This is an optimization exercise on Yosys and OpenROAD, whose aim is small area, a short achievable clock period and few clock cycles per item, not a production implementation.
RTL that was checked went through simulation tests only; none was proved equivalent to the original.
Power is estimated from default activity; no workload was simulated.

==> flow/design.v (excerpt) <==
module mac_ci (
    input  logic        clk,
    input  logic        reset,
    input  logic        clk_en,
    input  logic        start,
    input  logic [2:0]  n,
    input  logic [31:0] dataa,
    input  logic [31:0] datab,
    output logic [31:0] result,
    output logic        done
);
Size: roughly 3700 cells after synthesis, ~100 I/O pins.
export LEC_CHECK = 0
export ABC_AREA = 1
export CAP_MARGIN = 20
export CORE_MARGIN = 2
export CORE_UTILIZATION = 40
export SETUP_SLACK_MARGIN = 4
export SLEW_MARGIN = 20
create_clock -name core_clock -period 10.0 [get_ports {clk}]
standard.sh (not shown) runs the stock make flow with config.mk's settings and CLKGATE_MAP_FILE= SYNTH_SCRIPT=/design/flow/synth_recipe.tcl, a recipe that flattens the netlist after the stock synthesis.
==> flow/flow/run.sh <==
#!/bin/bash
# Standard synthesis, then an inverter clean-up around the full-adder cells (fixinv.py),
# then the standard layout from the cleaned netlist.
set -euo pipefail
R=orfs/results/sky130hd/mac_ci/base
bash standard.sh synth > synth_std.log 2>&1
cp $R/1_2_yosys.v $R/1_2_yosys_std.v
python3 flow/fixinv.py $R/1_2_yosys_std.v $R/1_2_yosys.v > fixinv.log 2>&1
rm -f $R/1_synth.odb $R/1_synth.sdc
bash standard.sh finish > finish.log 2>&1
Other scripts of this flow, unchanged in this note and not shown: flow/flow/fixinv.py
The starting point ran to the end with no violations.
Then changed:
--- a/flow/flow/run.sh
+++ b/flow/flow/run.sh
@@ -10 +10 @@
-bash standard.sh finish > finish.log 2>&1
+bash standard.sh "BUFFER_PORTS_ARGS=-buffer_cell sky130_fd_sc_hd__buf_2" finish > finish.log 2>&1
- SETUP_SLACK_MARGIN: 4 -> 4.5
The new run produced a clean layout.
Power came out higher by 13%.
Setup slack gets better by 0.33 ns.
Sequential power hardly moves.
Combinational power came out higher by about 20%.
Clock power came out higher by about 10%.
Core utilization came out higher by 1.7 points.
Hold slack gets worse by 0.0087 ns.
Critical path depth came out higher by 3.
Then changed:
--- a/flow/flow/run.sh
+++ b/flow/flow/run.sh
@@ -10 +10 @@
-bash standard.sh "BUFFER_PORTS_ARGS=-buffer_cell sky130_fd_sc_hd__buf_2" finish > finish.log 2>&1
+bash standard.sh finish > finish.log 2>&1
After rerunning: Routed wire length goes up by 3.7%. Setup slack loses 0.016 ns. Design area rose by 4.9%. Register-to-register slack is better by 0.17 ns. Sequential power stays flat. Maximum frequency barely changes. Cell count grows by 1.6%. Power came out higher by 0.96%.
No run of this note included a check of the RTL's function; only the layout flow was run.

---

Setup of v46:
Another version of the RTL of mac_ci (not shown whole).
Size: roughly 5,900 cells after synthesis, ~100 I/O pins.
clock: 10.0 ns
lec_check: 0
cap_margin: 20
core_margin: 2
core_utilization: 40
slew_margin: 20
run.sh (not shown) runs the stock make flow with config.mk's settings and CLKGATE_MAP_FILE= SYNTH_SCRIPT=/design/flow/synth_recipe.tcl, a recipe that flattens the netlist after the stock synthesis.
Stock flow here: none of the scripts above is used.
In summary, v46 completed successfully, with a layout that passed the timing, DRC and antenna checks.
Testbench counts of v46, summed over its fixed seeds: cycles 9,658, ops 4,829.
Modified inputs, v59 compared to v46
# v46
export LEC_CHECK = 0
export CAP_MARGIN = 20
export CORE_MARGIN = 2
export CORE_UTILIZATION = 40
export SLEW_MARGIN = 20
create_clock -name core_clock -period 10.0 [get_ports {clk}]
# v59
export LEC_CHECK = 0
export ABC_AREA = 1
export CAP_MARGIN = 20
export CORE_MARGIN = 2
export CORE_UTILIZATION = 40
export SETUP_SLACK_MARGIN = 4
export SLEW_MARGIN = 20
create_clock -name core_clock -period 10.0 [get_ports {clk}]
[summary]
- Summary — total of clock buffers placed in the layout, v59 relative to v46: higher, by 2.
- Compared to v46, v59 leaves less free space in the core.
- Compared with v46, v59 is the more power-hungry design.
- Run comparison: v46 launching instance or port of the critical path c_q[0]$_DFF_P_; v59 launching instance or port of the critical path datab[1]
- v59: met3 track demand over resource is 4.3 points higher than what v46 reported.
- Of v46 and v59, the lower switching power summed over all nets belongs to v46.
- v46 vs v59, most common library cell in the layout ignoring fill and taps: nand2_1 vs inv_1
For v15, these inputs were changed with respect to v59:
# v59
export LEC_CHECK = 0
export ABC_AREA = 1
export CAP_MARGIN = 20
export CORE_MARGIN = 2
export CORE_UTILIZATION = 40
export SETUP_SLACK_MARGIN = 4
export SLEW_MARGIN = 20
create_clock -name core_clock -period 10.0 [get_ports {clk}]
# v15
export LEC_CHECK = 0
export ABC_AREA = 1
export CAP_MARGIN = 20
export CORE_MARGIN = 2
export CORE_UTILIZATION = 40
export SETUP_SLACK_MARGIN = 3
export SLEW_MARGIN = 20
create_clock -name core_clock -period 10.0 [get_ports {clk}]
--- outcome ---
Cell-internal power was higher in v59 than in v15. Going from v59 to v15, sequential share of layout area grows by 0.69 points. Via count delta (v15 − v59): favourable. Worst setup slack delta for v15 relative to v59: 0.92 ns lower. Between v15 and v59, the post-route core utilization is lower for v15. Cmp v15 vs v59: standby leakage power lower in v15. Share of the cycle needed by the critical path after routing in v15 vs v59: up 9.2 points. Between v59 and v15, number of non-clock buffers in the layout decreased. Between v59 and v15, actual transition at the worst max-transition pin increased.
Modified inputs, v43 compared to v15
# v15
export LEC_CHECK = 0
export ABC_AREA = 1
export CAP_MARGIN = 20
export CORE_MARGIN = 2
export CORE_UTILIZATION = 40
export SETUP_SLACK_MARGIN = 3
export SLEW_MARGIN = 20
create_clock -name core_clock -period 10.0 [get_ports {clk}]
# v43
export LEC_CHECK = 0
export ABC_AREA = 1
export CAP_MARGIN = 20
export CORE_MARGIN = 2
export CORE_UTILIZATION = 40
export SLEW_MARGIN = 20
create_clock -name core_clock -period 10.0 [get_ports {clk}]
Notes after the runs:
Summary of v43 over v15: number of gates resized after cts went down, total routed wirelength essentially unchanged, arrival time at the worst endpoint has increased. Between v43 and v15, the difference in number of placed cells counting well taps is negligible. v43 against v15: H-tree depth essentially unchanged, number of instances on the worst hold path essentially unchanged.

## port drivers added, routing unchanged
The results above use ideal ports. As a check the final layouts listed here were re-extracted and re-timed, cells and wires unchanged.
Step 1: set_driving_cell puts a clkbuf_16 on clk and a buf_2 on each other input, an assumption about the parent block.
Step 2 also shifts input and output timing later by t, the mid clock arrival at the registers, as if the neighbouring blocks saw the same clock.
Slacks: ideal ports / drivers / drivers and shift; pairs: ideal ports / drivers.
| run | shift t [ns] | setup WS [ns] | worst hold slack (ns) | worst setup path after step 2 | worst register clock-pin slew, ns |
|---|---|---|---|---|---|
| the first run of note 1 | 0.653 | 4.046 / 4.061 / 3.434 | 0.384 / 0.384 / 0.384 | input to register | 0.07 / 0.07 |
| the second run of note 1 | 0.621 | 4.378 / 4.314 / 3.922 | 0.376 / 0.376 / 0.376 | input to register | 0.07 / 0.07 |
| the third run of note 1 | 0.623 | 4.362 / 4.298 / 3.891 | 0.386 / 0.386 / 0.386 | input to register | 0.07 / 0.07 |
| v46 | 0.559 | 2.359 / 2.300 / 2.330 | 0.451 / 0.451 / 0.451 | input to register | 0.08 / 0.08 |
| v59 | 0.575 | 3.986 / 4.006 / 3.431 | 0.424 / 0.424 / 0.424 | input to register | 0.09 / 0.09 |
| v15 | 0.565 | 3.064 / 3.099 / 2.534 | 0.420 / 0.420 / 0.420 | input to register | 0.08 / 0.08 |
| v43 | 0.563 | 2.686 / 2.722 / 2.159 | 0.417 / 0.417 / 0.417 | input to register | 0.08 / 0.08 |
After both steps every run listed still meets setup and hold. The setup slack of the first run of note 1, which loses most, moves by +0.015 ns with the drivers and by -0.612 ns with both steps.
